This design comes from an exercise in tuning for small area, a short achievable clock period and few clock cycles on the open sky130 flow, not from production work.
The RTL was checked by simulation tests, not by an equivalence proof against the original design.

## alpha
Design line_follower_turn_sequencer, start of the top module:
module line_follower_turn_sequencer
(
	input  wire                clk,
	input  wire                arst_n,
	input  wire                in_valid,
	output wire                in_ready,
	input  wire                in_ir_outer_left,
	input  wire                in_ir_inner_left,
	input  wire                in_ir_middle,
	input  wire                in_ir_inner_right,
	input  wire                in_ir_outer_right,
	input  wire                in_ir_park,
	input  wire signed [15:0]  in_yaw_rate,
	input  wire [31:0]         in_time_us,
	output wire                out_valid,
	input  wire                out_ready,
	output wire signed [7:0]   out_left_power,
	output wire signed [7:0]   out_right_power,
	output wire [2:0]          out_next_mode,
	input  wire                cfg_valid,
	output wire                cfg_ready,
	input  wire [1:0]          cfg_reg_index,
	input  wire [19:0]         cfg_wdata
);
Settings: LEC_CHECK=0, CAP_MARGIN=20, CORE_MARGIN=2, CORE_UTILIZATION=60, CTS_CLUSTER_DIAMETER=140, CTS_CLUSTER_SIZE=28, SETUP_SLACK_MARGIN=5, SLEW_MARGIN=20, TNS_END_PERCENT=10; clock period 8.0 ns.
run.sh (not shown) runs the stock make flow with config.mk's settings and CLKGATE_MAP_FILE= SYNTH_SCRIPT=/design/flow/synth_recipe.tcl, a recipe that flattens the netlist after the stock synthesis.
alpha ran to completion and came out clean on the timing, design-rule and antenna checks.
Testbench counts of alpha, summed over its fixed seeds: cycles 35,495.
Here is what was changed in the inputs of beta compared with alpha.
- CTS_CLUSTER_SIZE: 28 -> 25
- CTS_CLUSTER_DIAMETER: 140 -> 120
==> comparison <==
Between alpha and beta, the final cell count without fillers figures differ only marginally. The area growth from synthesis to layout of alpha and that of beta are within noise of each other. Any difference in cell area between alpha and beta is small enough to ignore. Comparing alpha and beta, least setup slack across all paths after layout is lower on beta. Looking at alpha and beta, the total via count after detailed routing is a wash.
[inputs] gamma vs beta
- swapping 60 for 65 in CORE_UTILIZATION
- swapping 120 for 150 in CTS_CLUSTER_DIAMETER
- swapping 25 for 30 in CTS_CLUSTER_SIZE
- swapping 5 for 4.8 in SETUP_SLACK_MARGIN
[summary]
In the flow results for beta and gamma, the via density per instance is larger on gamma.
Cmp beta and gamma / met2 usage / higher: gamma
The setup slack at placement in gamma sits 150 ps below the value recorded for beta.
The inputs of delta differ from those of gamma as listed below.
- swapping 65 for 60 in CORE_UTILIZATION
Findings:
Worst-case headroom to the max-slew limit for delta: 1.8 points down relative to gamma. Of gamma and delta, the lower met3 usage in global routing belongs to delta. Compared with gamma, in delta register-to-register slack barely changed; shortest clock period the worst path allows after layout dropped 57 ps; count of placed standard cells in the final layout, fillers left out climbed about 0.7%; worst setup slack climbed 57 ps. The layout buffering overhead excluding clock cells on gamma is in line with that on delta. Utilization ends up higher on gamma.
For epsilon, these inputs were changed with respect to delta:
- swapping 4.8 for 5 in SETUP_SLACK_MARGIN
- swapping 60 for 55 in CORE_UTILIZATION
[summary]
Between delta and epsilon, the overall fraction of global-route tracks in use is higher for delta.
Summary — routed wire length, epsilon relative to delta: higher, by 2.3%.
Relative to delta, layout-stage area growth over the synthesis result has increased by 1.3 points in epsilon.
Final instance count without filler cells was higher in epsilon than in delta.
Detailed-route vias per instance was lower in the run labelled epsilon.


== main ==
Starting RTL as in the previous note.
==> flow/config.mk <==
export PLATFORM = sky130hd
export DESIGN_NAME = line_follower_turn_sequencer
export DESIGN_NICKNAME = line_follower_turn_sequencer
export VERILOG_FILES = /design/flow/design.v
export SDC_FILE = /design/flow/constraint.sdc
export NUM_CORES = 4
export LEC_CHECK = 0
export CAP_MARGIN = 20
export CORE_MARGIN = 2
export CORE_UTILIZATION = 60
export CTS_CLUSTER_DIAMETER = 100
export CTS_CLUSTER_SIZE = 20
export SETUP_SLACK_MARGIN = 4.8
export SLEW_MARGIN = 20
export TNS_END_PERCENT = 10
==> flow/constraint.sdc <==
create_clock -name core_clock -period 8.0 [get_ports {clk}]
set_input_delay 1.6000 -clock core_clock [delete_from_list [all_inputs] [get_ports {clk}]]
set_output_delay 1.6000 -clock core_clock [all_outputs]
set_load 0.01 [all_outputs]
main did not stop at any stage, and its layout met the timing, design-rule and antenna checks.
Testbench counts of main, summed over its fixed seeds: cycles 35,495.
Edits applied to the flow inputs when going from main to the feature branch:
-- flow/config.mk --
<<< main, line 11
export CTS_CLUSTER_DIAMETER = 100
export CTS_CLUSTER_SIZE = 20
export SETUP_SLACK_MARGIN = 4.8
>>> the feature branch, line 11
export CTS_CLUSTER_DIAMETER = 150
export CTS_CLUSTER_SIZE = 30
export SETUP_SLACK_MARGIN = 5
Findings:
- The feature branch and main ended up with roughly the same cell count.
- The final reports for the feature branch and main show global-route usage higher in the former.
- Number of buffers added by the clock tree synthesis step delta for the feature branch relative to main: 7 lower
- Any difference in design area between the feature branch and main is small enough to ignore.


Starting RTL as in the previous note.
Settings: LEC_CHECK=0, CAP_MARGIN=20, CORE_MARGIN=2, CORE_UTILIZATION=60, CTS_CLUSTER_DIAMETER=120, CTS_CLUSTER_SIZE=25, SETUP_SLACK_MARGIN=4.8, SLEW_MARGIN=20, TNS_END_PERCENT=10; clock period 8.0 ns.
Testbench counts at the start, summed over its fixed seeds: cycles 35,495.
Change:
--- a/flow/config.mk
+++ b/flow/config.mk
@@ -9,6 +9,4 @@
 export CORE_MARGIN = 2
 export CORE_UTILIZATION = 60
-export CTS_CLUSTER_DIAMETER = 120
-export CTS_CLUSTER_SIZE = 25
 export SETUP_SLACK_MARGIN = 4.8
 export SLEW_MARGIN = 20
Outcome:
- The new run passed the timing, design-rule and antenna checks
- worst hold slack barely changes
- maximum frequency came out lower slightly
- synthesized cell count is unchanged
- flip-flop and latch count stays the same
- global-route usage came out higher by 0.72 points
Change:
--- a/flow/config.mk
+++ b/flow/config.mk
@@ -7,7 +7,11 @@
 export LEC_CHECK = 0
 export CAP_MARGIN = 20
+export CELL_PAD_IN_SITES_DETAIL_PLACEMENT = 0
+export CELL_PAD_IN_SITES_GLOBAL_PLACEMENT = 0
 export CORE_MARGIN = 2
 export CORE_UTILIZATION = 60
-export SETUP_SLACK_MARGIN = 4.8
+export CTS_CLUSTER_DIAMETER = 150
+export CTS_CLUSTER_SIZE = 30
+export SETUP_SLACK_MARGIN = 5
 export SLEW_MARGIN = 20
 export TNS_END_PERCENT = 10
Worst hold slack improved by 14 ps.
Change:
--- a/flow/config.mk
+++ b/flow/config.mk
@@ -7,6 +7,4 @@
 export LEC_CHECK = 0
 export CAP_MARGIN = 20
-export CELL_PAD_IN_SITES_DETAIL_PLACEMENT = 0
-export CELL_PAD_IN_SITES_GLOBAL_PLACEMENT = 0
 export CORE_MARGIN = 2
 export CORE_UTILIZATION = 60
@@ -15,3 +13,3 @@
 export SETUP_SLACK_MARGIN = 5
 export SLEW_MARGIN = 20
-export TNS_END_PERCENT = 10
+export TNS_END_PERCENT = 5
What happened: Critical path depth stays the same. Final area hardly moves. First-iteration DRC count shrinks by about 1%.

## re-timing with driven ports
No port has a modelled driver above. Below, the same layouts with a new extraction and two added sets of constraints. Step 1 assumes that a clkbuf_16 drives the clock port and a buf_2 every other input. Step 2 moves the port delays by t, midway between the first and last clock arrival at a register: inputs arrive t later, outputs are due t later. That takes back most of the time a late clock gives input paths. Slacks: no drivers / after step 1 / after step 2; pairs: no drivers / after step 1.
| run | t (ns) | slack for setup (ns) | hold WS [ns] | slew at the worst register clock pin (ns) |
|---|---|---|---|---|
| alpha | 0.574 | 4.937 / 4.883 / 4.418 | 0.320 / 0.320 / 0.320 | 0.12 / 0.12 |
| beta | 0.585 | 4.912 / 4.859 / 4.402 | 0.335 / 0.335 / 0.335 | 0.11 / 0.11 |
| gamma | 0.583 | 4.775 / 4.721 / 4.358 | 0.335 / 0.335 / 0.335 | 0.12 / 0.12 |
| delta | 0.581 | 4.832 / 4.778 / 4.350 | 0.336 / 0.336 / 0.336 | 0.12 / 0.12 |
| epsilon | 0.582 | 4.920 / 4.862 / 4.396 | 0.335 / 0.335 / 0.335 | 0.12 / 0.12 |
| main | 0.591 | 4.796 / 4.743 / 4.330 | 0.318 / 0.318 / 0.318 | 0.09 / 0.09 |
| the feature branch | 0.577 | 4.947 / 4.892 / 4.402 | 0.339 / 0.339 / 0.339 | 0.12 / 0.12 |
| the first run of note 3 | 0.580 | 4.799 / 4.745 / 4.351 | 0.324 / 0.324 / 0.324 | 0.11 / 0.11 |
| the second run of note 3 | 0.612 | 4.786 / 4.731 / 4.314 | 0.325 / 0.325 / 0.325 | 0.06 / 0.06 |
| the third run of note 3 | 0.577 | 4.947 / 4.892 / 4.402 | 0.339 / 0.339 / 0.339 | 0.12 / 0.12 |
| the fourth run of note 3 | 0.578 | 4.946 / 4.890 / 4.402 | 0.339 / 0.339 / 0.339 | 0.12 / 0.12 |
After both steps setup and hold are still met in every run listed.
